From an optimization exercise on the open Yosys and OpenROAD flow, aimed at small area, a short achievable clock period and few clock cycles per item; shortcuts taken in it are not production practice.
The RTL was checked by simulation tests, not by an equivalence proof against the original design.

==> flow/design.v, too long to show whole: its modules and the start of the top module <==
// module julian_day_to_calendar_date: 2009 lines
module julian_day_to_calendar_date (
  input  logic                     clk,
  input  logic                     rst,
  input  logic                     stamp_valid,
  output logic                     stamp_ready,
  input  logic [IN_W-1:0]          stamp_julian_time,
  output logic                     date_valid,
  input  logic                     date_ready,
  output logic signed [YEAR_W-1:0] date_year,
  output logic [MONTH_W-1:0]       date_month,
  output logic [DAY_W-1:0]         date_day_whole,
  output logic [FO_W-1:0]          date_day_fraction
);
  // ...
==> flow/run.sh <==
#!/bin/bash
# synth_recipe.tcl (not shown) runs the flow's synth.tcl, then flattens the netlist and writes it again
# the make line also repeats each setting of config.mk as NAME=value (left out here)
make -C /OpenROAD-flow-scripts/flow DESIGN_CONFIG=/design/flow/config.mk WORK_HOME=/design/flow/orfs CLKGATE_MAP_FILE= SYNTH_SCRIPT=/design/flow/synth_recipe.tcl finish
==> flow/config.mk <==
export PLATFORM = sky130hd
export DESIGN_NAME = julian_day_to_calendar_date
export DESIGN_NICKNAME = julian_day_to_calendar_date
export VERILOG_FILES = /design/flow/design.v
export SDC_FILE = /design/flow/constraint.sdc
export NUM_CORES = 4
export LEC_CHECK = 0
export CAP_MARGIN = 20
export CORE_MARGIN = 2
export CORE_UTILIZATION = 40
export SLEW_MARGIN = 20
==> flow/constraint.sdc <==
create_clock -name core_clock -period 10.0 [get_ports {clk}]
set_input_delay 2.0000 -clock core_clock [delete_from_list [all_inputs] [get_ports {clk}]]
set_output_delay 2.0000 -clock core_clock [all_outputs]
set_load 0.01 [all_outputs]
==> results.cfg, run 1 <==
[floorplanning]
start_util_pct = 40.7
die_h_um = 198
dieArea_mm2 = 0.0390

[yosys]
synth.most_common_cell = inv_1
synth_area_leaders = edfxtp_1 35%, ha_1 19%, fa_1 14%, inv_1 7.0%, xnor2_1 4.2%
yosysSeqAreaShare_pct = 36.0
netlist_top_cells_count = 279 x inv_1, 223 x ha_1, 177 x edfxtp_1

[cells_and_area]
multi_input_area_share_pct = 49.8
sh_seq_area_pct = 31.7
layout_commonest_cell = inv_1
buffer_area_share_pct = 5.09
layout.area.seq_mm2 = 0.00540

[route]
drc = 0
drt_iter0_drc = 283
wl_met1_um = 12000
wl_met2_um = 13900
first_pass_iters = 5

[global_route]
grt_overflow = 0
grt_pass1_vias = 9898

[placed_design]
port_buffers = 85
dpl.hpwl_um = 22300

[min_path]
hp-class = reg -> reg
holdPathEnd = frac_r[0]

[sta]
slew-limit-headroom_pct = 35.9
rsz0062_at_grt = no
final.min_clock_period_ns = 6.63

[critical_path]
worstRegToRegCells = 25
endpoint_kind = flip-flop

[outcome]
status = finished clean
Testbench counts, summed over its fixed seeds: cycles 16,032, items 16,000.
==> inputs of run 2 (changes only) <==
--- a/flow/design.v
+++ b/flow/design.v
@@ -250,29 +250,35 @@
     if (adv) begin
       g1  <= w >= 24'd4598321;
       w1  <= w;
       ae1 <= aesum[14:7];
       f1  <= {~stamp_julian_time[15], stamp_julian_time[14:0]};
     end
   end
   logic [12:0] wq;
-  logic [7:0]  alpha0;
-  logic [7:0]  corr0;
   logic [0:0]  w0v;
   logic [12:0] zl;
-  logic [7:0]  gc;
-  logic [1:0]  k2;
-  logic [1:0]  delta;
-  assign wq     = w1[23:11];
-  assign w0v    = w1[0];
-  assign zl     = w1[13:1];
-  assign alpha0 = ae1 - 8'd51;
-  assign corr0  = 8'd1 + alpha0 - {2'b00, alpha0[7:2]};
-  assign gc     = g1 ? corr0 : 8'd0;
+  logic [7:0]  gae;
+  logic [5:0]  gaq;
+  logic [0:0]  gb;
+  logic [12:0] g37;
+  logic [1:0]  a0l;
+  logic        c1, c2;
+  logic [1:0]  delta1, delta2;
+  assign wq  = w1[23:11];
+  assign w0v = w1[0];
+  assign zl  = w1[13:1];
+  assign gae = g1 ? ae1 : 8'd0;
+  assign gaq = g1 ? ae1[7:2] : 6'd0;
+  assign gb  = g1 & (ae1[1:0] == 2'd3);
+  assign g37 = g1 ? 13'd37 : 13'd0;
+  assign a0l = ae1[1:0] + 2'd1;
+  assign delta1 = (a0l == 2'd3) ? 2'd0 : 2'd1;
+  assign delta2 = (a0l >= 2'd2) ? 2'd1 : 2'd2;
   logic [24:0] qes_a, qes_b;
   logic qes_t24;
   logic qes_t25;
   logic qes_t26;
   logic qes_t27;
   logic qes_t28;
   logic qes_t29;
   logic qes_t30;
@@ -1489,18 +1495,18 @@
   assign rk2sum[12] = rk2sum_p[12] ^ rk2sum_G3_11;
   assign rk2sum[13] = rk2sum_p[13] ^ rk2sum_G3_12;
   assign rk2sum[14] = rk2sum_p[14] ^ rk2sum_G3_13;
   assign rk2sum[15] = rk2sum_p[15] ^ rk2sum_G3_14;
   assign rk2sum[16] = rk2sum_p[16] ^ rk2sum_G3_15;
   assign rk2sum[17] = rk2sum_p[17] ^ rk2sum_G4_16;
   assign rk2sum[18] = rk2sum_p[18] ^ rk2sum_G4_17;
   assign rk2sum[19] = rk2sum_p[19] ^ rk2sum_G4_18;
-  assign k2    = 2'(!rk1sum[19]) + 2'(!rk2sum[19]);
-  assign delta = k2 - 2'(({1'b0, alpha0[1:0]} + {1'b0, k2}) >= 3'd4);
+  assign c1 = !rk1sum[19];
+  assign c2 = !rk2sum[19];
   logic [12:0] xps_a, xps_b;
   logic xps_t312;
   logic xps_t313;
   logic xps_t314;
   logic xps_t315;
   logic xps_t316;
   logic xps_t317;
   logic xps_t318;
@@ -1512,62 +1518,134 @@
   logic xps_t324;
   logic xps_t325;
   logic xps_t326;
   logic xps_t327;
   logic xps_t328;
   logic xps_t329;
   logic xps_t330;
   logic xps_t331;
-  assign xps_t312 = zl[0] ^ w0v[0];
-  assign xps_t313 = zl[0] & w0v[0];
-  assign xps_t314 = xps_t312 ^ gc[0];
-  assign xps_t315 = xps_t312 & gc[0];
-  assign xps_t316 = xps_t313 ^ zl[1] ^ gc[1];
-  assign xps_t317 = (xps_t313 & zl[1]) | (xps_t313 & gc[1]) | (zl[1] & gc[1]);
-  assign xps_t318 = zl[2] ^ gc[2];
-  assign xps_t319 = zl[2] & gc[2];
-  assign xps_t320 = zl[3] ^ gc[3] ^ 1'b1;
-  assign xps_t321 = (zl[3] & gc[3]) | (zl[3] & 1'b1) | (gc[3] & 1'b1);
-  assign xps_t322 = zl[4] ^ gc[4] ^ 1'b1;
-  assign xps_t323 = (zl[4] & gc[4]) | (zl[4] & 1'b1) | (gc[4] & 1'b1);
-  assign xps_t324 = zl[5] ^ gc[5] ^ 1'b1;
-  assign xps_t325 = (zl[5] & gc[5]) | (zl[5] & 1'b1) | (gc[5] & 1'b1);
-  assign xps_t326 = zl[6] ^ gc[6] ^ 1'b1;
-  assign xps_t327 = (zl[6] & gc[6]) | (zl[6] & 1'b1) | (gc[6] & 1'b1);
-  assign xps_t328 = zl[7] ^ gc[7];
-  assign xps_t329 = zl[7] & gc[7];
-  assign xps_t330 = zl[8] ^ 1'b1;
-  assign xps_t331 = zl[8] & 1'b1;
-  assign xps_a[0] = xps_t314;
-  assign xps_b[0] = 1'b1;
-  assign xps_a[1] = xps_t315;
-  assign xps_b[1] = xps_t316;
-  assign xps_a[2] = xps_t317;
-  assign xps_b[2] = xps_t318;
-  assign xps_a[3] = xps_t319;
-  assign xps_b[3] = xps_t320;
-  assign xps_a[4] = xps_t321;
-  assign xps_b[4] = xps_t322;
-  assign xps_a[5] = xps_t323;
-  assign xps_b[5] = xps_t324;
-  assign xps_a[6] = xps_t325;
-  assign xps_b[6] = xps_t326;
-  assign xps_a[7] = xps_t327;
-  assign xps_b[7] = xps_t328;
-  assign xps_a[8] = xps_t329;
-  assign xps_b[8] = xps_t330;
-  assign xps_a[9] = xps_t331;
-  assign xps_b[9] = zl[9];
-  assign xps_a[10] = zl[10];
-  assign xps_b[10] = 1'b1;
-  assign xps_a[11] = zl[11];
-  assign xps_b[11] = 1'b0;
-  assign xps_a[12] = zl[12];
-  assign xps_b[12] = 1'b0;
+  logic xps_t332;
+  logic xps_t333;
+  logic xps_t334;
+  logic xps_t335;
+  logic xps_t336;
+  logic xps_t337;
+  logic xps_t338;
+  logic xps_t339;
+  logic xps_t340;
+  logic xps_t341;
+  logic xps_t342;
+  logic xps_t343;
+  logic xps_t344;
+  logic xps_t345;
+  logic xps_t346;
+  logic xps_t347;
+  logic xps_t348;
+  logic xps_t349;
+  logic xps_t350;
+  logic xps_t351;
+  logic xps_t352;
+  logic xps_t353;
+  logic xps_t354;
+  logic xps_t355;
+  logic xps_t356;
+  logic xps_t357;
+  logic xps_t358;
+  logic xps_t359;
+  logic xps_t360;
+  logic xps_t361;
+  logic xps_t362;
+  logic xps_t363;
+  logic xps_t364;
+  logic xps_t365;
+  logic xps_t366;
+  logic xps_t367;
+  assign xps_t312 = zl[0] ^ w0v[0] ^ gae[0];
+  assign xps_t313 = (zl[0] & w0v[0]) | (zl[0] & gae[0]) | (w0v[0] & gae[0]);
+  assign xps_t314 = zl[1] ^ gae[1] ^ ~gaq[1];
+  assign xps_t315 = (zl[1] & gae[1]) | (zl[1] & ~gaq[1]) | (gae[1] & ~gaq[1]);
+  assign xps_t316 = zl[2] ^ gae[2];
+  assign xps_t317 = zl[2] & gae[2];
+  assign xps_t318 = zl[3] ^ gae[3] ^ ~gaq[3];
+  assign xps_t319 = (zl[3] & gae[3]) | (zl[3] & ~gaq[3]) | (gae[3] & ~gaq[3]);
+  assign xps_t320 = zl[4] ^ gae[4] ^ ~gaq[4];
+  assign xps_t321 = (zl[4] & gae[4]) | (zl[4] & ~gaq[4]) | (gae[4] & ~gaq[4]);
+  assign xps_t322 = zl[5] ^ gae[5] ^ ~gaq[5];
+  assign xps_t323 = (zl[5] & gae[5]) | (zl[5] & ~gaq[5]) | (gae[5] & ~gaq[5]);
+  assign xps_t324 = xps_t312 ^ ~gaq[0];
+  assign xps_t325 = xps_t312 & ~gaq[0];
+  assign xps_t326 = xps_t313 ^ xps_t314 ^ ~g37[1];
+  assign xps_t327 = (xps_t313 & xps_t314) | (xps_t313 & ~g37[1]) | (xps_t314 & ~g37[1]);
+  assign xps_t328 = xps_t315 ^ xps_t316 ^ ~gaq[2];
+  assign xps_t329 = (xps_t315 & xps_t316) | (xps_t315 & ~gaq[2]) | (xps_t316 & ~gaq[2]);
+  assign xps_t330 = xps_t317 ^ xps_t318 ^ ~g37[3];
+  assign xps_t331 = (xps_t317 & xps_t318) | (xps_t317 & ~g37[3]) | (xps_t318 & ~g37[3]);
+  assign xps_t332 = xps_t319 ^ xps_t320 ^ ~g37[4];
+  assign xps_t333 = (xps_t319 & xps_t320) | (xps_t319 & ~g37[4]) | (xps_t320 & ~g37[4]);
+  assign xps_t334 = xps_t321 ^ xps_t322 ^ ~g37[5];
+  assign xps_t335 = (xps_t321 & xps_t322) | (xps_t321 & ~g37[5]) | (xps_t322 & ~g37[5]);
+  assign xps_t336 = xps_t323 ^ zl[6] ^ gae[6];
+  assign xps_t337 = (xps_t323 & zl[6]) | (xps_t323 & gae[6]) | (zl[6] & gae[6]);
+  assign xps_t338 = zl[7] ^ gae[7];
+  assign xps_t339 = zl[7] & gae[7];
+  assign xps_t340 = zl[8] ^ ~g37[8];
+  assign xps_t341 = zl[8] & ~g37[8];
+  assign xps_t342 = xps_t324 ^ ~gb[0];
+  assign xps_t343 = xps_t324 & ~gb[0];
+  assign xps_t344 = xps_t325 ^ xps_t326 ^ 1'b1;
+  assign xps_t345 = (xps_t325 & xps_t326) | (xps_t325 & 1'b1) | (xps_t326 & 1'b1);
+  assign xps_t346 = xps_t327 ^ xps_t328 ^ ~g37[2];
+  assign xps_t347 = (xps_t327 & xps_t328) | (xps_t327 & ~g37[2]) | (xps_t328 & ~g37[2]);
+  assign xps_t348 = xps_t329 ^ xps_t330 ^ 1'b1;
+  assign xps_t349 = (xps_t329 & xps_t330) | (xps_t329 & 1'b1) | (xps_t330 & 1'b1);
+  assign xps_t350 = xps_t331 ^ xps_t332 ^ 1'b1;
+  assign xps_t351 = (xps_t331 & xps_t332) | (xps_t331 & 1'b1) | (xps_t332 & 1'b1);
+  assign xps_t352 = xps_t333 ^ xps_t334 ^ 1'b1;
+  assign xps_t353 = (xps_t333 & xps_t334) | (xps_t333 & 1'b1) | (xps_t334 & 1'b1);
+  assign xps_t354 = xps_t335 ^ xps_t336 ^ ~g37[6];
+  assign xps_t355 = (xps_t335 & xps_t336) | (xps_t335 & ~g37[6]) | (xps_t336 & ~g37[6]);
+  assign xps_t356 = xps_t337 ^ xps_t338 ^ ~g37[7];
+  assign xps_t357 = (xps_t337 & xps_t338) | (xps_t337 & ~g37[7]) | (xps_t338 & ~g37[7]);
+  assign xps_t358 = xps_t339 ^ xps_t340 ^ 1'b1;
+  assign xps_t359 = (xps_t339 & xps_t340) | (xps_t339 & 1'b1) | (xps_t340 & 1'b1);
+  assign xps_t360 = xps_t341 ^ zl[9] ^ ~g37[9];
+  assign xps_t361 = (xps_t341 & zl[9]) | (xps_t341 & ~g37[9]) | (zl[9] & ~g37[9]);
+  assign xps_t362 = zl[10] ^ ~g37[10] ^ 1'b1;
+  assign xps_t363 = (zl[10] & ~g37[10]) | (zl[10] & 1'b1) | (~g37[10] & 1'b1);
+  assign xps_t364 = zl[11] ^ ~g37[11];
+  assign xps_t365 = zl[11] & ~g37[11];
+  assign xps_t366 = zl[12] ^ ~g37[12];
+  assign xps_t367 = zl[12] & ~g37[12];
+  assign xps_a[0] = xps_t342;
+  assign xps_b[0] = ~g37[0];
+  assign xps_a[1] = xps_t343;
+  assign xps_b[1] = xps_t344;
+  assign xps_a[2] = xps_t345;
+  assign xps_b[2] = xps_t346;
+  assign xps_a[3] = xps_t347;
+  assign xps_b[3] = xps_t348;
+  assign xps_a[4] = xps_t349;
+  assign xps_b[4] = xps_t350;
+  assign xps_a[5] = xps_t351;
+  assign xps_b[5] = xps_t352;
+  assign xps_a[6] = xps_t353;
+  assign xps_b[6] = xps_t354;
+  assign xps_a[7] = xps_t355;
+  assign xps_b[7] = xps_t356;
+  assign xps_a[8] = xps_t357;
+  assign xps_b[8] = xps_t358;
+  assign xps_a[9] = xps_t359;
+  assign xps_b[9] = xps_t360;
+  assign xps_a[10] = xps_t361;
+  assign xps_b[10] = xps_t362;
+  assign xps_a[11] = xps_t363;
+  assign xps_b[11] = xps_t364;
+  assign xps_a[12] = xps_t365;
+  assign xps_b[12] = xps_t366;
   logic [12:0] xpsum_p, xpsum_g, xpsum;
   assign xpsum_p = xps_a ^ xps_b;
   assign xpsum_g = xps_a & xps_b;
   logic xpsum_G0_1, xpsum_P0_1;
   assign xpsum_G0_1 = xpsum_g[1] | (xpsum_p[1] & xpsum_g[0]);
   assign xpsum_P0_1 = xpsum_p[1] & xpsum_p[0];
   logic xpsum_G0_3, xpsum_P0_3;
   assign xpsum_G0_3 = xpsum_g[3] | (xpsum_p[3] & xpsum_g[2]);
@@ -1648,58 +1726,22 @@
   logic [12:0] qe2;
   logic [12:0] xp2;
   logic [1:0]  gd2;
   logic [15:0] f2;
   always_ff @(posedge clk) begin
     if (adv) begin
       qe2 <= qesum[24:12];
       xp2 <= xpsum;
-      gd2 <= g1 ? delta : 2'd0;
+      gd2 <= !g1 ? 2'd0 : c2 ? delta2 : c1 ? delta1 : 2'd0;
       f2  <= f1;
     end
   end
   logic [3:0]  yp;
   logic [12:0] s2s_a, s2s_b;
-  logic s2s_t332;
-  logic s2s_t333;
-  logic s2s_t334;
-  logic s2s_t335;
-  logic s2s_t336;
-  logic s2s_t337;
-  logic s2s_t338;
-  logic s2s_t339;
-  logic s2s_t340;
-  logic s2s_t341;
-  logic s2s_t342;
-  logic s2s_t343;
-  logic s2s_t344;
-  logic s2s_t345;
-  logic s2s_t346;
-  logic s2s_t347;
-  logic s2s_t348;
-  logic s2s_t349;
-  logic s2s_t350;
-  logic s2s_t351;
-  logic s2s_t352;
-  logic s2s_t353;
-  logic s2s_t354;
-  logic s2s_t355;
-  logic s2s_t356;
-  logic s2s_t357;
-  logic s2s_t358;
-  logic s2s_t359;
-  logic s2s_t360;
-  logic s2s_t361;
-  logic s2s_t362;
-  logic s2s_t363;
-  logic s2s_t364;
-  logic s2s_t365;
-  logic s2s_t366;
-  logic s2s_t367;
   logic s2s_t368;
   logic s2s_t369;
   logic s2s_t370;
   logic s2s_t371;
   logic s2s_t372;
   logic s2s_t373;
   logic s2s_t374;
   logic s2s_t375;
@@ -1732,120 +1774,156 @@
   logic s2s_t402;
   logic s2s_t403;
   logic s2s_t404;
   logic s2s_t405;
   logic s2s_t406;
   logic s2s_t407;
   logic s2s_t408;
   logic s2s_t409;
-  assign s2s_t332 = xp2[11] ^ ~qe2[11] ^ ~qe2[9];
-  assign s2s_t333 = (xp2[11] & ~qe2[11]) | (xp2[11] & ~qe2[9]) | (~qe2[11] & ~qe2[9]);
-  assign s2s_t334 = xp2[12] ^ ~qe2[12] ^ ~qe2[10];
-  assign s2s_t335 = (xp2[12] & ~qe2[12]) | (xp2[12] & ~qe2[10]) | (~qe2[12] & ~qe2[10]);
-  assign s2s_t336 = xp2[6] ^ ~qe2[6];
-  assign s2s_t337 = xp2[6] & ~qe2[6];
-  assign s2s_t338 = xp2[7] ^ ~qe2[7] ^ ~qe2[5];
-  assign s2s_t339 = (xp2[7] & ~qe2[7]) | (xp2[7] & ~qe2[5]) | (~qe2[7] & ~qe2[5]);
-  assign s2s_t340 = xp2[8] ^ ~qe2[8] ^ ~qe2[6];
-  assign s2s_t341 = (xp2[8] & ~qe2[8]) | (xp2[8] & ~qe2[6]) | (~qe2[8] & ~qe2[6]);
-  assign s2s_t342 = xp2[9] ^ ~qe2[9] ^ ~qe2[7];
-  assign s2s_t343 = (xp2[9] & ~qe2[9]) | (xp2[9] & ~qe2[7]) | (~qe2[9] & ~qe2[7]);
-  assign s2s_t344 = qe2[5] ^ qe2[3];
-  assign s2s_t345 = qe2[5] & qe2[3];
-  assign s2s_t346 = xp2[10] ^ ~qe2[10] ^ ~qe2[8];
-  assign s2s_t347 = (xp2[10] & ~qe2[10]) | (xp2[10] & ~qe2[8]) | (~qe2[10] & ~qe2[8]);
-  assign s2s_t348 = qe2[6] ^ qe2[4] ^ qe2[1];
-  assign s2s_t349 = (qe2[6] & qe2[4]) | (qe2[6] & qe2[1]) | (qe2[4] & qe2[1]);
-  assign s2s_t350 = s2s_t332 ^ qe2[7] ^ qe2[5];
-  assign s2s_t351 = (s2s_t332 & qe2[7]) | (s2s_t332 & qe2[5]) | (qe2[7] & qe2[5]);
-  assign s2s_t352 = qe2[2] ^ ~qe2[0] ^ 1'b1;
-  assign s2s_t353 = (qe2[2] & ~qe2[0]) | (qe2[2] & 1'b1) | (~qe2[0] & 1'b1);
-  assign s2s_t354 = s2s_t333 ^ s2s_t334 ^ qe2[8];
-  assign s2s_t355 = (s2s_t333 & s2s_t334) | (s2s_t333 & qe2[8]) | (s2s_t334 & qe2[8]);
-  assign s2s_t356 = qe2[6] ^ qe2[3] ^ ~qe2[1];
-  assign s2s_t357 = (qe2[6] & qe2[3]) | (qe2[6] & ~qe2[1]) | (qe2[3] & ~qe2[1]);
-  assign s2s_t358 = xp2[0] ^ gd2[0];
-  assign s2s_t359 = xp2[0] & gd2[0];
-  assign s2s_t360 = xp2[1] ^ gd2[1];
-  assign s2s_t361 = xp2[1] & gd2[1];
-  assign s2s_t362 = xp2[2] ^ ~qe2[2] ^ ~qe2[0];
-  assign s2s_t363 = (xp2[2] & ~qe2[2]) | (xp2[2] & ~qe2[0]) | (~qe2[2] & ~qe2[0]);
-  assign s2s_t364 = xp2[3] ^ ~qe2[3];
-  assign s2s_t365 = xp2[3] & ~qe2[3];
-  assign s2s_t366 = xp2[4] ^ ~qe2[4] ^ ~qe2[2];
-  assign s2s_t367 = (xp2[4] & ~qe2[4]) | (xp2[4] & ~qe2[2]) | (~qe2[4] & ~qe2[2]);
-  assign s2s_t368 = xp2[5] ^ ~qe2[5] ^ ~qe2[3];
-  assign s2s_t369 = (xp2[5] & ~qe2[5]) | (xp2[5] & ~qe2[3]) | (~qe2[5] & ~qe2[3]);
-  assign s2s_t370 = s2s_t336 ^ ~qe2[4] ^ qe2[2];
-  assign s2s_t371 = (s2s_t336 & ~qe2[4]) | (s2s_t336 & qe2[2]) | (~qe2[4] & qe2[2]);
-  assign s2s_t372 = s2s_t337 ^ s2s_t338 ^ qe2[3];
-  assign s2s_t373 = (s2s_t337 & s2s_t338) | (s2s_t337 & qe2[3]) | (s2s_t338 & qe2[3]);
-  assign s2s_t374 = s2s_t339 ^ s2s_t340 ^ qe2[4];
-  assign s2s_t375 = (s2s_t339 & s2s_t340) | (s2s_t339 & qe2[4]) | (s2s_t340 & qe2[4]);
-  assign s2s_t376 = s2s_t341 ^ s2s_t342 ^ s2s_t344;
-  assign s2s_t377 = (s2s_t341 & s2s_t342) | (s2s_t341 & s2s_t344) | (s2s_t342 & s2s_t344);
-  assign s2s_t378 = s2s_t343 ^ s2s_t345 ^ s2s_t346;
-  assign s2s_t379 = (s2s_t343 & s2s_t345) | (s2s_t343 & s2s_t346) | (s2s_t345 & s2s_t346);
-  assign s2s_t380 = s2s_t347 ^ s2s_t349 ^ s2s_t350;
-  assign s2s_t381 = (s2s_t347 & s2s_t349) | (s2s_t347 & s2s_t350) | (s2s_t349 & s2s_t350);
-  assign s2s_t382 = s2s_t351 ^ s2s_t353 ^ s2s_t354;
-  assign s2s_t383 = (s2s_t351 & s2s_t353) | (s2s_t351 & s2s_t354) | (s2s_t353 & s2s_t354);
-  assign s2s_t384 = s2s_t358 ^ ~qe2[0];
-  assign s2s_t385 = s2s_t358 & ~qe2[0];
-  assign s2s_t386 = s2s_t359 ^ s2s_t360 ^ ~qe2[1];
-  assign s2s_t387 = (s2s_t359 & s2s_t360) | (s2s_t359 & ~qe2[1]) | (s2s_t360 & ~qe2[1]);
-  assign s2s_t388 = s2s_t361 ^ s2s_t362 ^ 1'b1;
-  assign s2s_t389 = (s2s_t361 & s2s_t362) | (s2s_t361 & 1'b1) | (s2s_t362 & 1'b1);
-  assign s2s_t390 = s2s_t363 ^ s2s_t364 ^ ~qe2[1];
-  assign s2s_t391 = (s2s_t363 & s2s_t364) | (s2s_t363 & ~qe2[1]) | (s2s_t364 & ~qe2[1]);
-  assign s2s_t392 = s2s_t365 ^ s2s_t366 ^ qe2[0];
-  assign s2s_t393 = (s2s_t365 & s2s_t366) | (s2s_t365 & qe2[0]) | (s2s_t366 & qe2[0]);
-  assign s2s_t394 = s2s_t367 ^ s2s_t368 ^ qe2[1];
-  assign s2s_t395 = (s2s_t367 & s2s_t368) | (s2s_t367 & qe2[1]) | (s2s_t368 & qe2[1]);
-  assign s2s_t396 = s2s_t369 ^ s2s_t370 ^ qe2[0];
-  assign s2s_t397 = (s2s_t369 & s2s_t370) | (s2s_t369 & qe2[0]) | (s2s_t370 & qe2[0]);
-  assign s2s_t398 = s2s_t371 ^ s2s_t372 ^ qe2[1];
-  assign s2s_t399 = (s2s_t371 & s2s_t372) | (s2s_t371 & qe2[1]) | (s2s_t372 & qe2[1]);
-  assign s2s_t400 = s2s_t373 ^ s2s_t374 ^ qe2[2];
-  assign s2s_t401 = (s2s_t373 & s2s_t374) | (s2s_t373 & qe2[2]) | (s2s_t374 & qe2[2]);
-  assign s2s_t402 = s2s_t375 ^ s2s_t376 ^ qe2[0];
-  assign s2s_t403 = (s2s_t375 & s2s_t376) | (s2s_t375 & qe2[0]) | (s2s_t376 & qe2[0]);
-  assign s2s_t404 = s2s_t377 ^ s2s_t378 ^ s2s_t348;
-  assign s2s_t405 = (s2s_t377 & s2s_t378) | (s2s_t377 & s2s_t348) | (s2s_t378 & s2s_t348);
-  assign s2s_t406 = s2s_t379 ^ s2s_t380 ^ s2s_t352;
-  assign s2s_t407 = (s2s_t379 & s2s_t380) | (s2s_t379 & s2s_t352) | (s2s_t380 & s2s_t352);
-  assign s2s_t408 = s2s_t381 ^ s2s_t382 ^ s2s_t356;
-  assign s2s_t409 = (s2s_t381 & s2s_t382) | (s2s_t381 & s2s_t356) | (s2s_t382 & s2s_t356);
-  assign s2s_a[0] = s2s_t384;
+  logic s2s_t410;
+  logic s2s_t411;
+  logic s2s_t412;
+  logic s2s_t413;
+  logic s2s_t414;
+  logic s2s_t415;
+  logic s2s_t416;
+  logic s2s_t417;
+  logic s2s_t418;
+  logic s2s_t419;
+  logic s2s_t420;
+  logic s2s_t421;
+  logic s2s_t422;
+  logic s2s_t423;
+  logic s2s_t424;
+  logic s2s_t425;
+  logic s2s_t426;
+  logic s2s_t427;
+  logic s2s_t428;
+  logic s2s_t429;
+  logic s2s_t430;
+  logic s2s_t431;
+  logic s2s_t432;
+  logic s2s_t433;
+  logic s2s_t434;
+  logic s2s_t435;
+  logic s2s_t436;
+  logic s2s_t437;
+  logic s2s_t438;
+  logic s2s_t439;
+  logic s2s_t440;
+  logic s2s_t441;
+  logic s2s_t442;
+  logic s2s_t443;
+  logic s2s_t444;
+  logic s2s_t445;
+  assign s2s_t368 = xp2[11] ^ ~qe2[11] ^ ~qe2[9];
+  assign s2s_t369 = (xp2[11] & ~qe2[11]) | (xp2[11] & ~qe2[9]) | (~qe2[11] & ~qe2[9]);
+  assign s2s_t370 = xp2[12] ^ ~qe2[12] ^ ~qe2[10];
+  assign s2s_t371 = (xp2[12] & ~qe2[12]) | (xp2[12] & ~qe2[10]) | (~qe2[12] & ~qe2[10]);
+  assign s2s_t372 = xp2[6] ^ ~qe2[6];
+  assign s2s_t373 = xp2[6] & ~qe2[6];
+  assign s2s_t374 = xp2[7] ^ ~qe2[7] ^ ~qe2[5];
+  assign s2s_t375 = (xp2[7] & ~qe2[7]) | (xp2[7] & ~qe2[5]) | (~qe2[7] & ~qe2[5]);
+  assign s2s_t376 = xp2[8] ^ ~qe2[8] ^ ~qe2[6];
+  assign s2s_t377 = (xp2[8] & ~qe2[8]) | (xp2[8] & ~qe2[6]) | (~qe2[8] & ~qe2[6]);
+  assign s2s_t378 = xp2[9] ^ ~qe2[9] ^ ~qe2[7];
+  assign s2s_t379 = (xp2[9] & ~qe2[9]) | (xp2[9] & ~qe2[7]) | (~qe2[9] & ~qe2[7]);
+  assign s2s_t380 = qe2[5] ^ qe2[3];
+  assign s2s_t381 = qe2[5] & qe2[3];
+  assign s2s_t382 = xp2[10] ^ ~qe2[10] ^ ~qe2[8];
+  assign s2s_t383 = (xp2[10] & ~qe2[10]) | (xp2[10] & ~qe2[8]) | (~qe2[10] & ~qe2[8]);
+  assign s2s_t384 = qe2[6] ^ qe2[4] ^ qe2[1];
+  assign s2s_t385 = (qe2[6] & qe2[4]) | (qe2[6] & qe2[1]) | (qe2[4] & qe2[1]);
+  assign s2s_t386 = s2s_t368 ^ qe2[7] ^ qe2[5];
+  assign s2s_t387 = (s2s_t368 & qe2[7]) | (s2s_t368 & qe2[5]) | (qe2[7] & qe2[5]);
+  assign s2s_t388 = qe2[2] ^ ~qe2[0] ^ 1'b1;
+  assign s2s_t389 = (qe2[2] & ~qe2[0]) | (qe2[2] & 1'b1) | (~qe2[0] & 1'b1);
+  assign s2s_t390 = s2s_t369 ^ s2s_t370 ^ qe2[8];
+  assign s2s_t391 = (s2s_t369 & s2s_t370) | (s2s_t369 & qe2[8]) | (s2s_t370 & qe2[8]);
+  assign s2s_t392 = qe2[6] ^ qe2[3] ^ ~qe2[1];
+  assign s2s_t393 = (qe2[6] & qe2[3]) | (qe2[6] & ~qe2[1]) | (qe2[3] & ~qe2[1]);
+  assign s2s_t394 = xp2[0] ^ gd2[0];
+  assign s2s_t395 = xp2[0] & gd2[0];
+  assign s2s_t396 = xp2[1] ^ gd2[1];
+  assign s2s_t397 = xp2[1] & gd2[1];
+  assign s2s_t398 = xp2[2] ^ ~qe2[2] ^ ~qe2[0];
+  assign s2s_t399 = (xp2[2] & ~qe2[2]) | (xp2[2] & ~qe2[0]) | (~qe2[2] & ~qe2[0]);
+  assign s2s_t400 = xp2[3] ^ ~qe2[3];
+  assign s2s_t401 = xp2[3] & ~qe2[3];
+  assign s2s_t402 = xp2[4] ^ ~qe2[4] ^ ~qe2[2];
+  assign s2s_t403 = (xp2[4] & ~qe2[4]) | (xp2[4] & ~qe2[2]) | (~qe2[4] & ~qe2[2]);
+  assign s2s_t404 = xp2[5] ^ ~qe2[5] ^ ~qe2[3];
+  assign s2s_t405 = (xp2[5] & ~qe2[5]) | (xp2[5] & ~qe2[3]) | (~qe2[5] & ~qe2[3]);
+  assign s2s_t406 = s2s_t372 ^ ~qe2[4] ^ qe2[2];
+  assign s2s_t407 = (s2s_t372 & ~qe2[4]) | (s2s_t372 & qe2[2]) | (~qe2[4] & qe2[2]);
+  assign s2s_t408 = s2s_t373 ^ s2s_t374 ^ qe2[3];
+  assign s2s_t409 = (s2s_t373 & s2s_t374) | (s2s_t373 & qe2[3]) | (s2s_t374 & qe2[3]);
+  assign s2s_t410 = s2s_t375 ^ s2s_t376 ^ qe2[4];
+  assign s2s_t411 = (s2s_t375 & s2s_t376) | (s2s_t375 & qe2[4]) | (s2s_t376 & qe2[4]);
+  assign s2s_t412 = s2s_t377 ^ s2s_t378 ^ s2s_t380;
+  assign s2s_t413 = (s2s_t377 & s2s_t378) | (s2s_t377 & s2s_t380) | (s2s_t378 & s2s_t380);
+  assign s2s_t414 = s2s_t379 ^ s2s_t381 ^ s2s_t382;
+  assign s2s_t415 = (s2s_t379 & s2s_t381) | (s2s_t379 & s2s_t382) | (s2s_t381 & s2s_t382);
+  assign s2s_t416 = s2s_t383 ^ s2s_t385 ^ s2s_t386;
+  assign s2s_t417 = (s2s_t383 & s2s_t385) | (s2s_t383 & s2s_t386) | (s2s_t385 & s2s_t386);
+  assign s2s_t418 = s2s_t387 ^ s2s_t389 ^ s2s_t390;
+  assign s2s_t419 = (s2s_t387 & s2s_t389) | (s2s_t387 & s2s_t390) | (s2s_t389 & s2s_t390);
+  assign s2s_t420 = s2s_t394 ^ ~qe2[0];
+  assign s2s_t421 = s2s_t394 & ~qe2[0];
+  assign s2s_t422 = s2s_t395 ^ s2s_t396 ^ ~qe2[1];
+  assign s2s_t423 = (s2s_t395 & s2s_t396) | (s2s_t395 & ~qe2[1]) | (s2s_t396 & ~qe2[1]);
+  assign s2s_t424 = s2s_t397 ^ s2s_t398 ^ 1'b1;
+  assign s2s_t425 = (s2s_t397 & s2s_t398) | (s2s_t397 & 1'b1) | (s2s_t398 & 1'b1);
+  assign s2s_t426 = s2s_t399 ^ s2s_t400 ^ ~qe2[1];
+  assign s2s_t427 = (s2s_t399 & s2s_t400) | (s2s_t399 & ~qe2[1]) | (s2s_t400 & ~qe2[1]);
+  assign s2s_t428 = s2s_t401 ^ s2s_t402 ^ qe2[0];
+  assign s2s_t429 = (s2s_t401 & s2s_t402) | (s2s_t401 & qe2[0]) | (s2s_t402 & qe2[0]);
+  assign s2s_t430 = s2s_t403 ^ s2s_t404 ^ qe2[1];
+  assign s2s_t431 = (s2s_t403 & s2s_t404) | (s2s_t403 & qe2[1]) | (s2s_t404 & qe2[1]);
+  assign s2s_t432 = s2s_t405 ^ s2s_t406 ^ qe2[0];
+  assign s2s_t433 = (s2s_t405 & s2s_t406) | (s2s_t405 & qe2[0]) | (s2s_t406 & qe2[0]);
+  assign s2s_t434 = s2s_t407 ^ s2s_t408 ^ qe2[1];
+  assign s2s_t435 = (s2s_t407 & s2s_t408) | (s2s_t407 & qe2[1]) | (s2s_t408 & qe2[1]);
+  assign s2s_t436 = s2s_t409 ^ s2s_t410 ^ qe2[2];
+  assign s2s_t437 = (s2s_t409 & s2s_t410) | (s2s_t409 & qe2[2]) | (s2s_t410 & qe2[2]);
+  assign s2s_t438 = s2s_t411 ^ s2s_t412 ^ qe2[0];
+  assign s2s_t439 = (s2s_t411 & s2s_t412) | (s2s_t411 & qe2[0]) | (s2s_t412 & qe2[0]);
+  assign s2s_t440 = s2s_t413 ^ s2s_t414 ^ s2s_t384;
+  assign s2s_t441 = (s2s_t413 & s2s_t414) | (s2s_t413 & s2s_t384) | (s2s_t414 & s2s_t384);
+  assign s2s_t442 = s2s_t415 ^ s2s_t416 ^ s2s_t388;
+  assign s2s_t443 = (s2s_t415 & s2s_t416) | (s2s_t415 & s2s_t388) | (s2s_t416 & s2s_t388);
+  assign s2s_t444 = s2s_t417 ^ s2s_t418 ^ s2s_t392;
+  assign s2s_t445 = (s2s_t417 & s2s_t418) | (s2s_t417 & s2s_t392) | (s2s_t418 & s2s_t392);
+  assign s2s_a[0] = s2s_t420;
   assign s2s_b[0] = 1'b1;
-  assign s2s_a[1] = s2s_t385;
-  assign s2s_b[1] = s2s_t386;
-  assign s2s_a[2] = s2s_t387;
-  assign s2s_b[2] = s2s_t388;
-  assign s2s_a[3] = s2s_t389;
-  assign s2s_b[3] = s2s_t390;
-  assign s2s_a[4] = s2s_t391;
-  assign s2s_b[4] = s2s_t392;
-  assign s2s_a[5] = s2s_t393;
-  assign s2s_b[5] = s2s_t394;
-  assign s2s_a[6] = s2s_t395;
-  assign s2s_b[6] = s2s_t396;
-  assign s2s_a[7] = s2s_t397;
-  assign s2s_b[7] = s2s_t398;
-  assign s2s_a[8] = s2s_t399;
-  assign s2s_b[8] = s2s_t400;
-  assign s2s_a[9] = s2s_t401;
-  assign s2s_b[9] = s2s_t402;
-  assign s2s_a[10] = s2s_t403;
-  assign s2s_b[10] = s2s_t404;
-  assign s2s_a[11] = s2s_t405;
-  assign s2s_b[11] = s2s_t406;
-  assign s2s_a[12] = s2s_t407;
-  assign s2s_b[12] = s2s_t408;
+  assign s2s_a[1] = s2s_t421;
+  assign s2s_b[1] = s2s_t422;
+  assign s2s_a[2] = s2s_t423;
+  assign s2s_b[2] = s2s_t424;
+  assign s2s_a[3] = s2s_t425;
+  assign s2s_b[3] = s2s_t426;
+  assign s2s_a[4] = s2s_t427;
+  assign s2s_b[4] = s2s_t428;
+  assign s2s_a[5] = s2s_t429;
+  assign s2s_b[5] = s2s_t430;
+  assign s2s_a[6] = s2s_t431;
+  assign s2s_b[6] = s2s_t432;
+  assign s2s_a[7] = s2s_t433;
+  assign s2s_b[7] = s2s_t434;
+  assign s2s_a[8] = s2s_t435;
+  assign s2s_b[8] = s2s_t436;
+  assign s2s_a[9] = s2s_t437;
+  assign s2s_b[9] = s2s_t438;
+  assign s2s_a[10] = s2s_t439;
+  assign s2s_b[10] = s2s_t440;
+  assign s2s_a[11] = s2s_t441;
+  assign s2s_b[11] = s2s_t442;
+  assign s2s_a[12] = s2s_t443;
+  assign s2s_b[12] = s2s_t444;
   logic [12:0] s2sum_p, s2sum_g, s2sum;
   assign s2sum_p = s2s_a ^ s2s_b;
   assign s2sum_g = s2s_a & s2s_b;
   logic s2sum_G0_1, s2sum_P0_1;
   assign s2sum_G0_1 = s2sum_g[1] | (s2sum_p[1] & s2sum_g[0]);
   assign s2sum_P0_1 = s2sum_p[1] & s2sum_p[0];
   logic s2sum_G0_3, s2sum_P0_3;
   assign s2sum_G0_3 = s2sum_g[3] | (s2sum_p[3] & s2sum_g[2]);
@@ -1918,104 +1996,154 @@
   assign s2sum[5] = s2sum_p[5] ^ s2sum_G2_4;
   assign s2sum[6] = s2sum_p[6] ^ s2sum_G2_5;
   assign s2sum[7] = s2sum_p[7] ^ s2sum_G2_6;
   assign s2sum[8] = s2sum_p[8] ^ s2sum_G2_7;
   assign s2sum[9] = s2sum_p[9] ^ s2sum_G3_8;
   assign s2sum[10] = s2sum_p[10] ^ s2sum_G3_9;
   assign s2sum[11] = s2sum_p[11] ^ s2sum_G3_10;
   assign s2sum[12] = s2sum_p[12] ^ s2sum_G3_11;
+  logic [10:0] yt;
+  logic [8:0]  yoff;
+  assign yt[0]  = s2sum >= 13'd365;
+  assign yt[1]  = s2sum >= 13'd730;
+  assign yt[2]  = s2sum >= 13'd1095;
+  assign yt[3]  = s2sum >= 13'd1461;
+  assign yt[4]  = s2sum >= 13'd1826;
+  assign yt[5]  = s2sum >= 13'd2191;
+  assign yt[6]  = s2sum >= 13'd2556;
+  assign yt[7]  = s2sum >= 13'd2922;
+  assign yt[8]  = s2sum >= 13'd3287;
+  assign yt[9]  = s2sum >= 13'd3652;
+  assign yt[10] = s2sum >= 13'd4017;
   always_comb begin
     yp = 4'd0;
-    if (s2sum >= 13'd365)  yp = 4'd1;
-    if (s2sum >= 13'd730)  yp = 4'd2;
-    if (s2sum >= 13'd1095) yp = 4'd3;
-    if (s2sum >= 13'd1461) yp = 4'd4;
-    if (s2sum >= 13'd1826) yp = 4'd5;
-    if (s2sum >= 13'd2191) yp = 4'd6;
-    if (s2sum >= 13'd2556) yp = 4'd7;
-    if (s2sum >= 13'd2922) yp = 4'd8;
-    if (s2sum >= 13'd3287) yp = 4'd9;
-    if (s2sum >= 13'd3652) yp = 4'd10;
-    if (s2sum >= 13'd4017) yp = 4'd11;
+    for (int i = 0; i < 11; i++) begin
+      if (yt[i]) yp = 4'(i + 1);
+    end
+  end
+  always_comb begin
+    yoff = 9'd0;
+    if (yt[0])  yoff = 9'(365);
+    if (yt[1])  yoff = 9'(730);
+    if (yt[2])  yoff = 9'(1095);
+    if (yt[3])  yoff = 9'(1461);
+    if (yt[4])  yoff = 9'(1826);
+    if (yt[5])  yoff = 9'(2191);
+    if (yt[6])  yoff = 9'(2556);
+    if (yt[7])  yoff = 9'(2922);
+    if (yt[8])  yoff = 9'(3287);
+    if (yt[9])  yoff = 9'(3652);
+    if (yt[10]) yoff = 9'(4017);
   end
   logic [8:0]  s23;
+  logic [8:0]  yoff3;
   logic [3:0]  yp3;
   logic [15:0] y03;
   logic [15:0] f3;
   always_ff @(posedge clk) begin
     if (adv) begin
-      s23 <= s2sum[8:0];
-      yp3 <= yp;
-      y03 <= 16'({qe2, 2'b00}) - 16'd4716;
-      f3  <= f2;
+      s23   <= s2sum[8:0];
+      yoff3 <= yoff;
+      yp3   <= yp;
+      y03   <= 16'({qe2, 2'b00}) - 16'd4716;
+      f3    <= f2;
     end
   end
-  logic [8:0]  yoff;
-  logic [8:0]  doy;
-  logic [3:0]  mp;
-  logic [8:0]  mstart;
-  logic        jf;
-  always_comb begin
-    unique case (yp3)
-      4'd0:    yoff = 9'(0);
-      4'd1:    yoff = 9'(365);
-      4'd2:    yoff = 9'(730);
-      4'd3:    yoff = 9'(1095);
-      4'd4:    yoff = 9'(1461);
-      4'd5:    yoff = 9'(1826);
-      4'd6:    yoff = 9'(2191);
-      4'd7:    yoff = 9'(2556);
-      4'd8:    yoff = 9'(2922);
-      4'd9:    yoff = 9'(3287);
-      4'd10:   yoff = 9'(3652);
-      default: yoff = 9'(4017);
-    endcase
-  end
-  assign doy = s23 - yoff;
-  always_comb begin
-    mp = 4'd0;
-    if (doy >= 9'd31)  mp = 4'd1;
-    if (doy >= 9'd61)  mp = 4'd2;
-    if (doy >= 9'd92)  mp = 4'd3;
-    if (doy >= 9'd122) mp = 4'd4;
-    if (doy >= 9'd153) mp = 4'd5;
-    if (doy >= 9'd184) mp = 4'd6;
-    if (doy >= 9'd214) mp = 4'd7;
-    if (doy >= 9'd245) mp = 4'd8;
-    if (doy >= 9'd275) mp = 4'd9;
-    if (doy >= 9'd306) mp = 4'd10;
-    if (doy >= 9'd337) mp = 4'd11;
-  end
+  logic [8:0] doy_p, doy_g, doy;
+  assign doy_p = s23 ^ (~yoff3);
+  assign doy_g = s23 & (~yoff3);
+  logic doy_g0c;
+  assign doy_g0c = doy_g[0] | (doy_p[0] & 1'b1);
+  logic doy_G0_1, doy_P0_1;
+  assign doy_G0_1 = doy_g[1] | (doy_p[1] & doy_g0c);
+  assign doy_P0_1 = doy_p[1] & doy_p[0];
+  logic doy_G0_3, doy_P0_3;
+  assign doy_G0_3 = doy_g[3] | (doy_p[3] & doy_g[2]);
+  assign doy_P0_3 = doy_p[3] & doy_p[2];
+  logic doy_G0_5, doy_P0_5;
+  assign doy_G0_5 = doy_g[5] | (doy_p[5] & doy_g[4]);
+  assign doy_P0_5 = doy_p[5] & doy_p[4];
+  logic doy_G0_7, doy_P0_7;
+  assign doy_G0_7 = doy_g[7] | (doy_p[7] & doy_g[6]);
+  assign doy_P0_7 = doy_p[7] & doy_p[6];
+  logic doy_G1_2, doy_P1_2;
+  assign doy_G1_2 = doy_g[2] | (doy_p[2] & doy_G0_1);
+  assign doy_P1_2 = doy_p[2] & doy_P0_1;
+  logic doy_G1_3, doy_P1_3;
+  assign doy_G1_3 = doy_G0_3 | (doy_P0_3 & doy_G0_1);
+  assign doy_P1_3 = doy_P0_3 & doy_P0_1;
+  logic doy_G1_6, doy_P1_6;
+  assign doy_G1_6 = doy_g[6] | (doy_p[6] & doy_G0_5);
+  assign doy_P1_6 = doy_p[6] & doy_P0_5;
+  logic doy_G1_7, doy_P1_7;
+  assign doy_G1_7 = doy_G0_7 | (doy_P0_7 & doy_G0_5);
+  assign doy_P1_7 = doy_P0_7 & doy_P0_5;
+  logic doy_G2_4, doy_P2_4;
+  assign doy_G2_4 = doy_g[4] | (doy_p[4] & doy_G1_3);
+  assign doy_P2_4 = doy_p[4] & doy_P1_3;
+  logic doy_G2_5, doy_P2_5;
+  assign doy_G2_5 = doy_G0_5 | (doy_P0_5 & doy_G1_3);
+  assign doy_P2_5 = doy_P0_5 & doy_P1_3;
+  logic doy_G2_6, doy_P2_6;
+  assign doy_G2_6 = doy_G1_6 | (doy_P1_6 & doy_G1_3);
+  assign doy_P2_6 = doy_P1_6 & doy_P1_3;
+  logic doy_G2_7, doy_P2_7;
+  assign doy_G2_7 = doy_G1_7 | (doy_P1_7 & doy_G1_3);
+  assign doy_P2_7 = doy_P1_7 & doy_P1_3;
+  logic doy_G3_8, doy_P3_8;
+  assign doy_G3_8 = doy_g[8] | (doy_p[8] & doy_G2_7);
+  assign doy_P3_8 = doy_p[8] & doy_P2_7;
+  assign doy[0] = doy_p[0] ^ 1'b1;
+  assign doy[1] = doy_p[1] ^ doy_g0c;
+  assign doy[2] = doy_p[2] ^ doy_G0_1;
+  assign doy[3] = doy_p[3] ^ doy_G1_2;
+  assign doy[4] = doy_p[4] ^ doy_G1_3;
+  assign doy[5] = doy_p[5] ^ doy_G2_4;
+  assign doy[6] = doy_p[6] ^ doy_G2_5;
+  assign doy[7] = doy_p[7] ^ doy_G2_6;
+  assign doy[8] = doy_p[8] ^ doy_G2_7;
+  logic [10:0] mt;
+  logic [4:0]  day_next;
+  logic [3:0]  month_next;
+  assign mt[0]  = doy >= 9'd31;
+  assign mt[1]  = doy >= 9'd61;
+  assign mt[2]  = doy >= 9'd92;
+  assign mt[3]  = doy >= 9'd122;
+  assign mt[4]  = doy >= 9'd153;
+  assign mt[5]  = doy >= 9'd184;
+  assign mt[6]  = doy >= 9'd214;
+  assign mt[7]  = doy >= 9'd245;
+  assign mt[8]  = doy >= 9'd275;
+  assign mt[9]  = doy >= 9'd306;
+  assign mt[10] = doy >= 9'd337;
   always_comb begin
-    unique case (mp)
-      4'd0:    mstart = 9'd0;
-      4'd1:    mstart = 9'd31;
-      4'd2:    mstart = 9'd61;
-      4'd3:    mstart = 9'd92;
-      4'd4:    mstart = 9'd122;
-      4'd5:    mstart = 9'd153;
-      4'd6:    mstart = 9'd184;
-      4'd7:    mstart = 9'd214;
-      4'd8:    mstart = 9'd245;
-      4'd9:    mstart = 9'd275;
-      4'd10:   mstart = 9'd306;
-      default: mstart = 9'd337;
-    endcase
+    day_next   = 5'(doy[4:0] + 5'd1);
+    month_next = 4'd3;
+    if (mt[0])  begin day_next = 5'(doy[4:0] - 5'd30);  month_next = 4'd4;  end
+    if (mt[1])  begin day_next = 5'(doy[4:0] - 5'd60);  month_next = 4'd5;  end
+    if (mt[2])  begin day_next = 5'(doy[4:0] - 5'd91);  month_next = 4'd6;  end
+    if (mt[3])  begin day_next = 5'(doy[4:0] - 5'd121); month_next = 4'd7;  end
+    if (mt[4])  begin day_next = 5'(doy[4:0] - 5'd152); month_next = 4'd8;  end
+    if (mt[5])  begin day_next = 5'(doy[4:0] - 5'd183); month_next = 4'd9;  end
+    if (mt[6])  begin day_next = 5'(doy[4:0] - 5'd213); month_next = 4'd10; end
+    if (mt[7])  begin day_next = 5'(doy[4:0] - 5'd244); month_next = 4'd11; end
+    if (mt[8])  begin day_next = 5'(doy[4:0] - 5'd274); month_next = 4'd12; end
+    if (mt[9])  begin day_next = 5'(doy[4:0] - 5'd305); month_next = 4'd1;  end
+    if (mt[10]) begin day_next = 5'(doy[4:0] - 5'd336); month_next = 4'd2;  end
   end
-  assign jf = doy >= 9'd306;
   logic [15:0] year_r;
   logic [3:0]  month_r;
   logic [4:0]  day_r;
   logic [15:0] frac_r;
   always_ff @(posedge clk) begin
     if (adv) begin
-      year_r  <= y03 + 16'(5'(yp3) + 5'(jf));
-      month_r <= (mp < 4'd10) ? (mp + 4'd3) : (mp - 4'd9);
-      day_r   <= 5'(doy - mstart) + 5'd1;
+      year_r  <= y03 + 16'(5'(yp3) + 5'(mt[9]));
+      month_r <= month_next;
+      day_r   <= day_next;
       frac_r  <= f3;
     end
   end
   assign date_valid        = out_v;
   assign date_year         = year_r;
   assign date_month        = month_r;
   assign date_day_whole    = day_r;
   assign date_day_fraction = frac_r;
--- a/flow/config.mk
+++ b/flow/config.mk
@@ -3,9 +3,10 @@
 export DESIGN_NICKNAME = julian_day_to_calendar_date
 export VERILOG_FILES = /design/flow/design.v
 export SDC_FILE = /design/flow/constraint.sdc
 export NUM_CORES = 4
 export LEC_CHECK = 0
 export CAP_MARGIN = 20
 export CORE_MARGIN = 2
 export CORE_UTILIZATION = 40
+export SETUP_SLACK_MARGIN = 4
 export SLEW_MARGIN = 20
==> run 2 against run 1 <==
  * Critical path type is now in -> out
  * Largest cell class unchanged
  * Design area is 5.4% higher
  * Count of clock-buffer cells in the layout increased by 1
  * Via count is 11% higher
  * Highest routed layer unchanged
  * Fmax grew 13%
==> results.cfg, run 2 <==
[critical_path]
arrival_ns = 3.87
startpoint_type = primary input
cp_top_family = buffers and inverters
path_max_fanout = 127
ff2ff_setup_slack_ns = 4.70
cp_common_cell = clkdlybuf4s50_1
cpPeakStageDelay_ns = 0.66
critical_path_class = in -> out
crit_buf_inv = 4
endpoint_kind = output pin
cp_cell_sequence = clkdlybuf4s50_1 -> nor2b_2 -> clkinvlp_4 -> buf_12 -> clkdlybuf4s50_1
cp.required_ns = 8.00
slowest_stage = clkdlybuf4s50_1

[floorplanning]
core_area_mm2 = 0.0388
rows = 72
die_w_um = 203
dieArea_mm2 = 0.0411
start_util_pct = 40.7
ios = 86
die_h_um = 203

[cells_and_area]
drive_gt1_share_pct = 4.49
syn2layout_area_growth_pct = 13.5
layout.area.seq_mm2 = 0.00564
antenna_cells = 0
n_fill_cell = 3665
largest_register_ffs = 24
final_nets = 1914
largest-register = w1
layout_commonest_cell = inv_1
final_cell_mix = 296 x inv_1, 211 x ha_1, 185 x edfxtp_1
multi_input_area_mm2 = 0.00896

[clock_network]
root_buffer = clkbuf_16
cts_setup_buffers = 0
htreeDepth = 4
cts_made_buffers = 17
cts_sinks = 189
clk-insertion-delay-late_ns = 0.44
clockBufferDepth = 2
cts_tree = done
path_clk_slew_ns = 0.07

[sta]
setup_viol = 0
period_share_pct = 58.7
final.min_clock_period_ns = 5.87
maxSlewViolCount = 0
skew_ns = 0.0157
tightest_slew_ns = 0.924
slew-limit-headroom_pct = 38.0
tns_ns = 0
rsz0062_at_grt = no
final_hold_viol_count = 0
fmax_mhz = 170

[yosys]
syn_area_per_cell_um2 = 10.9
synth_area_leaders = edfxtp_1 35%, ha_1 17%, fa_1 14%, inv_1 7.1%, xnor2_1 3.5%
synth_top_area_share_pct = 35.2
synthesis.nets = 1819
synthCells = 1451
synth_seq_cells = 189
yosysSeqAreaShare_pct = 35.7
netlist_top_cells_count = 297 x inv_1, 211 x ha_1, 185 x edfxtp_1
netlist_area_mm2 = 0.0158
synth-edff-count = 185
netlist-cell-type-count = 94
synth.most_common_cell = inv_1
synth_ff_type = edfxtp_1
synthArstFlopShare_pct = 0
yosys_warnings = 11
post-synth-top-area-cell = edfxtp_1

[flow_run]
drv_cap = 0

[route]
first_pass_iters = 5
post_drt_via_cell_ratio = 5.02
drt_iter0_drc = 469
antenna_left = 0
vias = 10430
routedWlPerCell_um = 15.0
drc = 0
wirelength_um = 31100

[placed_design]
dpl.hpwl_um = 24800
port_buffers = 85
place.gp.congestion = 0.874

[global_route]
grt_overflow = 0
grt_pass1_vias = 10722
grt.total_usage_pct = 15.7
grt_max_degree = 128
grt_first_pass_wirelength_um = 52300
antenna_found_initial = 0

[min_path]
hp-class = reg -> reg

[outcome]
status = finished clean
[run 2: repair_timing]
action,CTS,global route
gates resized for setup,1,0
hold buffers,0,0
setup endpoints to repair,1,0
[run 2: metal layers]
metal  routed length, um  vias to the layer above  track usage, %
met5                   0                        -               0
met4                 495                        0            4.28
met3                 958                       38            2.36
met2               15900                      190            28.2
met1               13800                     5050            19.7
li1                    -                     5152               -
[run 2: worst register-to-register path, stage by stage, from the launching register on]
cell       delay, ns
edfxtp_1        0.62
inv_1           0.28
fa_1            0.50
fa_1            0.49
ha_1            0.34
nor2_1          0.10
a21o_1          0.18
fa_1            0.41
xor2_2          0.38
inv_2           0.11
a31oi_1         0.25
nor2_1          0.06
and4_1          0.20
a211o_1         0.31
a211o_1         0.36
o2111ai_2       0.19
a21oi_1         0.13
a211oi_2        0.23
[run 2: final cells by class]
| cell class | instances | share of cell area [%] |
|---|---|---|
| Multi-Input combinational cell | 947 | 50.0 |
| Inverter | 302 | 6.35 |
| Timing Repair Buffer | 89 | 4.99 |
| Sequential cell | 189 | 31.5 |
| Tap cell | 518 | 3.62 |
| Clock buffer | 18 | 2.40 |
| Clock inverter | 14 | 1.15 |
[run 2: worst paths after layout]
kind         startpoint           to  depth (start not counted)
max reg2reg      qe2[0]     yoff3[2]                         17
max          date_ready  stamp_ready                          5
min reg2reg       f3[5]    frac_r[5]                          0
min               f3[5]    frac_r[5]                          0
[run 2: cells by family (layout without fill, tap and decap cells)]
group           count (synthesis)  after routing  share of synthesized area (%)
simple gates                  276            276                           8.81
compound gates                259            259                           11.8
flops                         189            189                           35.7
mux                             4              4                          0.254
fa+ha+maj                     325            325                           31.2
xor+xnor                       83             83                           4.74
buf+inv                       315            423                           7.52
[run 2: per-stage QoR]
step	instance area [um^2]	cells	worst slack [ns]	hold WS (ns)	util, %
floorplan	15800	1451	3.65	0.400	-
global placement	17300	2045	3.98	0.401	44.5
detailed placement	17300	2045	3.99	0.405	44.5
CTS	17900	2077	4.11	0.422	46.1
global route	17900	2077	4.03	0.428	46.1
finish	17900	2077	4.13	0.419	46.1
Testbench counts of run 2, summed over its fixed seeds: cycles 16,032, items 16,000.
==> inputs of run 3 (changes only) <==
--- a/flow/config.mk
+++ b/flow/config.mk
@@ -10,3 +10,4 @@
 export CORE_UTILIZATION = 40
-export SETUP_SLACK_MARGIN = 4
+export SETUP_SLACK_MARGIN = 5
 export SLEW_MARGIN = 20
+export TNS_END_PERCENT = 10
==> run 3 against run 2 <==
  * Count of clock-buffer cells in the layout unchanged
  * Via count rose by 0.44%
  * Wire length grew 3.3%
  * Largest cell class unchanged
  * Critical endpoint is now gd2[0]
==> results.cfg, run 3 <==
[critical_path]
cp_common_cell = inv_1
cp.required_ns = 10.31
arrival_ns = 5.30
endpoint_kind = flip-flop
cp_cell_sequence = fa_1 -> inv_1 -> fa_1 -> inv_1 -> fa_1 -> inv_1 -> ha_1 -> inv_1 -> ha_1 -> or4_1 -> a221oi_1 -> o21ai_0 -> o21ai_0 -> nand3b_1 -> xnor2_1 -> nor3b_1 -> o21a_1
path_max_fanout = 7
startpoint_type = flip-flop
critical_path_class = reg -> reg
slowest_stage = edfxtp_1
cpPeakStageDelay_ns = 0.60

[yosys]
yosysSeqAreaShare_pct = 35.7
post-synth-top-area-cell = edfxtp_1
synth.most_common_cell = inv_1
synthArstFlopShare_pct = 0
synth-edff-count = 185
netlist_top_cells_count = 297 x inv_1, 211 x ha_1, 185 x edfxtp_1
synth_top_area_share_pct = 35.2
netlist_area_mm2 = 0.0158
yosys_warnings = 11
synthesis.nets = 1819
synth_area_leaders = edfxtp_1 35%, ha_1 17%, fa_1 14%, inv_1 7.1%, xnor2_1 3.5%
syn_area_per_cell_um2 = 10.9
synth_seq_cells = 189
netlist-cell-type-count = 94
synthCells = 1451
synth_ff_type = edfxtp_1

[sta]
rsz0062_at_grt = yes
tns_ns = 0
skew_ns = 0.0160
period_share_pct = 49.9
setup_slack_ns = 5.01
slew-limit-headroom_pct = 35.3
setup_viol = 0
fmax_mhz = 200
final_hold_viol_count = 0
tightest_slew_ns = 0.964
maxSlewViolCount = 0
final.min_clock_period_ns = 4.99
holdWs_ns = 0.419

[floorplanning]
start_util_pct = 40.7
die_h_um = 203
ios = 86
rows = 72
dieArea_mm2 = 0.0411
core_area_mm2 = 0.0388
die_w_um = 203

[cells_and_area]
largest_register_ffs = 24
stdcell_count = 2095
largest-register = w1
layout_commonest_cell = inv_1
multi_input_area_mm2 = 0.00899
design_area_mm2 = 0.0181
drive_gt1_share_pct = 5.77
syn2layout_area_growth_pct = 15.0
n_fill_cell = 3638
fin_util_pct = 46.7
layout.area.seq_mm2 = 0.00564
final_nets = 1931
final_cell_mix = 296 x inv_1, 211 x ha_1, 185 x edfxtp_1

[route]
vias = 10476
antenna_left = 0
wirelength_um = 32100
routedWlPerCell_um = 15.3
post_drt_via_cell_ratio = 5.00
first_pass_iters = 5
drc = 0
drt_iter0_drc = 503

[outcome]
status = finished clean

[placed_design]
place_area_mm2 = 0.0173
pre_cts_slack_ns = 3.99
dpl.hpwl_um = 24800
port_buffers = 85
dp_cells = 2045
place.gp.congestion = 0.874

[clock_network]
path_clk_slew_ns = 0.07
htreeDepth = 4
cts_hold_buf = 0
root_buffer = clkbuf_16
clk-insertion-delay-late_ns = 0.44
cts_tree = done
cts_made_buffers = 17
cts_sinks = 189
clockBufferDepth = 2

[global_route]
grt.total_usage_pct = 16.1
antenna_found_initial = 1
grt_max_degree = 64
grt_overflow = 0
grt_pass1_vias = 10782
grt_first_pass_wirelength_um = 53200

[flow_run]
drv_cap = 0

[min_path]
hp-class = reg -> reg
-- run 3: area by class of cell --
cell class | instances | share of cell area (%)
antenna | 1 | 0.0138
clock buffer | 18 | 2.36
clock inverter | 14 | 1.13
inverter | 302 | 6.27
multi-input combinational | 947 | 49.5
sequential | 189 | 31.1
tap | 518 | 3.57
timing repair buffer | 106 | 6.06
-- run 3: metal layers --
layer  share of wire [%]  track usage (%)
met2                  51             28.8
met3                 3.0             2.54
met1                  44             20.1
met4                 1.5             4.56
met5                   0                0
-- run 3: cell families after synthesis --
| family | share of synthesized area, % |
|---|---|
| buffers and inverters | 7.52 |
| multiplexers | 0.254 |
| flip-flops | 35.7 |
| AO/OA/AOI/OAI | 11.8 |
| adder cells (fa/ha/maj) | 31.2 |
| XOR/XNOR | 4.74 |
| AND/OR/NAND/NOR | 8.81 |
-- run 3: worst paths after layout --
kind | from | end | slack, ns | cells after the start
max | ae1[5] | gd2[0] | 5.01 | 17
min | f3[5] | frac_r[5] | 0.42 | 0
max reg2reg | ae1[5] | gd2[0] | 5.01 | 17
min reg2reg | f3[5] | frac_r[5] | 0.42 | 0
-- run 3: critical path: cells and delay by family, from the launching register on --
family,cells,cell delay [ns]
DFF,1,0.60
xor gates and xnor gates,1,0.32
AOI/OAI and AO/OA,4,0.79
and+or+nand+nor,3,0.98
adders and majority gates,5,1.99
buffers and inverters,4,0.20
-- run 3: timing repair --
item,in CTS,in global routing
endpoints found under the setup margin,18,26
buffers inserted,5,9
resized for setup,7,4
endpoints found under the hold margin,0,0
cloned,2,1
==> inputs of run 4 (changes only) <==
--- a/flow/config.mk
+++ b/flow/config.mk
@@ -9,3 +9,3 @@
 export CORE_MARGIN = 2
-export CORE_UTILIZATION = 40
+export CORE_UTILIZATION = 60
 export SETUP_SLACK_MARGIN = 5
==> run 4 against run 3 <==
  * Still clean
  * Global-route usage up 7.4 points
  * Sequential share of layout area up 0.42 points
  * Utilization up 22 points
  * Non-clock buffer count up 4
  * Sequential cell count unchanged
  * Via count up 0.93%
  * Register-to-register slack better by 0.11 ns
  * Critical path depth down 13
  * Design area down 1.3%
  * Synthesized cell count unchanged
  * Critical endpoint is now stamp_ready
  * Highest routed layer unchanged
==> results.cfg, run 4 <==
[outcome]
status = finished clean

[sta]
tns_ns = 0
fmax_mhz = 205
setup_viol = 0
final_hold_viol_count = 0
period_share_pct = 48.8
final.min_clock_period_ns = 4.88
slew-limit-headroom_pct = 24.5
maxSlewViolCount = 0
skew_ns = 0.0193
rsz0062_at_grt = yes
holdWs_ns = 0.416
tightest_slew_ns = 1.13

[clock_network]
clockBufferDepth = 2
root_buffer = clkbuf_16
cts_made_buffers = 17
cts_sinks = 189
path_clk_slew_ns = 0.08
clk-insertion-delay-late_ns = 0.44
htreeDepth = 4
cts_tree = done

[min_path]
hold_path.startpoint = f1[14]
hp-class = reg -> reg

[yosys]
synth_top_area_share_pct = 35.2
netlist_area_mm2 = 0.0158
synthesis.nets = 1819
synth-edff-count = 185
synthCells = 1451
synth.most_common_cell = inv_1
synth_seq_cells = 189
synth-xor-area-share_pct = 4.74
syn_area_per_cell_um2 = 10.9
synth-compound-area-share_pct = 11.8
synth_mux_area_share_pct = 0.254
synth_top_family_by_area = adder cells
netlist_top_cells_count = 297 x inv_1, 211 x ha_1, 185 x edfxtp_1
synthArstFlopShare_pct = 0
synth-simple-area-share_pct = 8.81
netlist-cell-type-count = 94
post-synth-top-area-cell = edfxtp_1
synth_fa_ha_area_share_pct = 31.2
synth_ff_type = edfxtp_1
synth_area_leaders = edfxtp_1 35%, ha_1 17%, fa_1 14%, inv_1 7.1%, xnor2_1 3.5%
yosysSeqAreaShare_pct = 35.7
yosys_warnings = 11

[critical_path]
path_max_fanout = 2
slowest_stage = clkdlybuf4s50_1
reg2reg_from = qe2[11]
cp_cell_sequence = clkdlybuf4s50_1 -> nor2b_4 -> clkinvlp_4 -> clkbuf_2
arrival_ns = 2.88
critical_path_class = in -> out
setup.worst_path.start = date_ready
startpoint_type = primary input
cpPeakStageDelay_ns = 0.44
cp.required_ns = 8.00
endpoint_kind = output pin

[route]
wirelength_um = 30900
post_drt_via_cell_ratio = 5.52
wl_met1_um = 13700
first_pass_iters = 5
antenna_left = 0
drc = 0
wl_met2_um = 15600
highest_layer = met4
routedWlPerCell_um = 16.1
vias = 10573
met3_length_um = 1130
drt_iter0_drc = 727

[global_route]
grt_pass1_vias = 10778
grt_first_pass_wirelength_um = 52600
grt_overflow = 0
grt.total_usage_pct = 23.4
antenna_found_initial = 0
grt_max_degree = 82

[placed_design]
place.gp.congestion = 0.863
port_buffers = 85
dpl.hpwl_um = 24100

[floorplanning]
rows = 59
core_area_mm2 = 0.0259
die_w_um = 166
ios = 86
start_util_pct = 60.9
die_h_um = 166
dieArea_mm2 = 0.0276

[cells_and_area]
antenna_cells = 0
layout_commonest_cell = inv_1
syn2layout_area_growth_pct = 13.4
largest_register_ffs = 24
final_nets = 1936
final_cell_mix = 296 x inv_1, 210 x ha_1, 185 x edfxtp_1
drive_gt1_share_pct = 6.96
largest-register = w1

[flow_run]
drv_cap = 0
==> run 4: path summary, 6_finish.rpt <==
check | slack [ns] | to | cells after the start
setup / recovery | 5.12 | stamp_ready | 4
setup reg to reg | 5.12 | yoff3[7] | 14
hold / removal | 0.42 | f2[14] | 0
hold reg to reg | 0.42 | f2[14] | 0
==> run 4: area by class of cell <==
class / instances / area [um^2]
Fill cell: 1988 / 8010
Clock buffer: 17 / 425
Tap cell: 335 / 419
Inverter: 302 / 1140
Multi-Input combinational cell: 947 / 9050
Sequential cell: 189 / 5640
Clock inverter: 15 / 189
Timing Repair inverter: 1 / 5.00
Timing Repair Buffer: 110 / 1030
==> run 4: what timing repair did <==
item / in CTS / in global routing
gates cloned: 1 / 0
pin swaps: 0 / 2
hold buffers: 0 / 0
gates resized for setup: 6 / 17
setup buffers: 3 / 18
endpoints found under the hold margin: 0 / 0
endpoints found under the setup margin: 21 / 29
==> run 4: critical path: cells and delay by family <==
kind | cells | cell delay [ns]
and+or+nand+nor | 1 | 0.15
buffers and inverters | 3 | 0.72
==> run 4: logic make-up (layout without fill, tap and decap cells) <==
kind of cell    after synthesis  after routing
fa+ha+maj                   325            325
compound gates              259            259
simple gates                276            276
flops                       189            189
xor+xnor                     83             83
buf+inv                     315            445
mux                           4              4
==> run 4: layer usage <==
metal,vias to the layer above,global-route usage (%)
met4,0,5.71
met2,209,41.1
met5,-,0
li1,5206,-
met3,39,3.46
met1,5119,30.9
==> run 4: metrics by stage <==
| stage | cells | cell area, um^2 | setup slack [ns] | utilization (%) |
|---|---|---|---|---|
| after global placement | 1862 | 17000 | 3.78 | 65.7 |
| after global routing | 1916 | 17900 | 4.91 | 69.1 |
| after floorplan | 1451 | 15800 | 3.65 | - |
| after CTS | 1898 | 17700 | 4.93 | 68.3 |
| final | 1916 | 17900 | 5.12 | 69.1 |
| after detailed placement | 1862 | 17000 | 3.72 | 65.7 |

==> static timing again, ports no longer ideal <==
Ports are ideal in the flow. The routed layouts listed here were re-timed in OpenROAD.
Step 1 sets driving cells, clkbuf_16 on the clock port and buf_2 on the other inputs (assumed; they add their load-dependent delay and slew).
Step 2 moves the port delays by t, midway between the first and last clock arrival at a register: inputs arrive t later, outputs are due t later. That takes back most of the time a late clock gives input paths.
Slacks: ideal ports / drivers / drivers and shift; pairs: ideal ports / drivers.
run | t (ns) | setup WS [ns] | worst data-port slew with drivers (ns)
run 1 | 0.487 | 3.366 / 3.366 / 3.366 | 0.05
run 2 | 0.482 | 4.131 / 4.106 / 4.106 | 0.04
run 3 | 0.482 | 5.006 / 5.006 / 4.947 | 0.04
run 4 | 0.474 | 5.116 / 5.088 / 4.967 | 0.05
After both steps setup and hold are still met in every run listed. For run 4, which loses most, drivers alone change the setup slack by -0.028 ns; drivers and shift together by -0.149 ns.
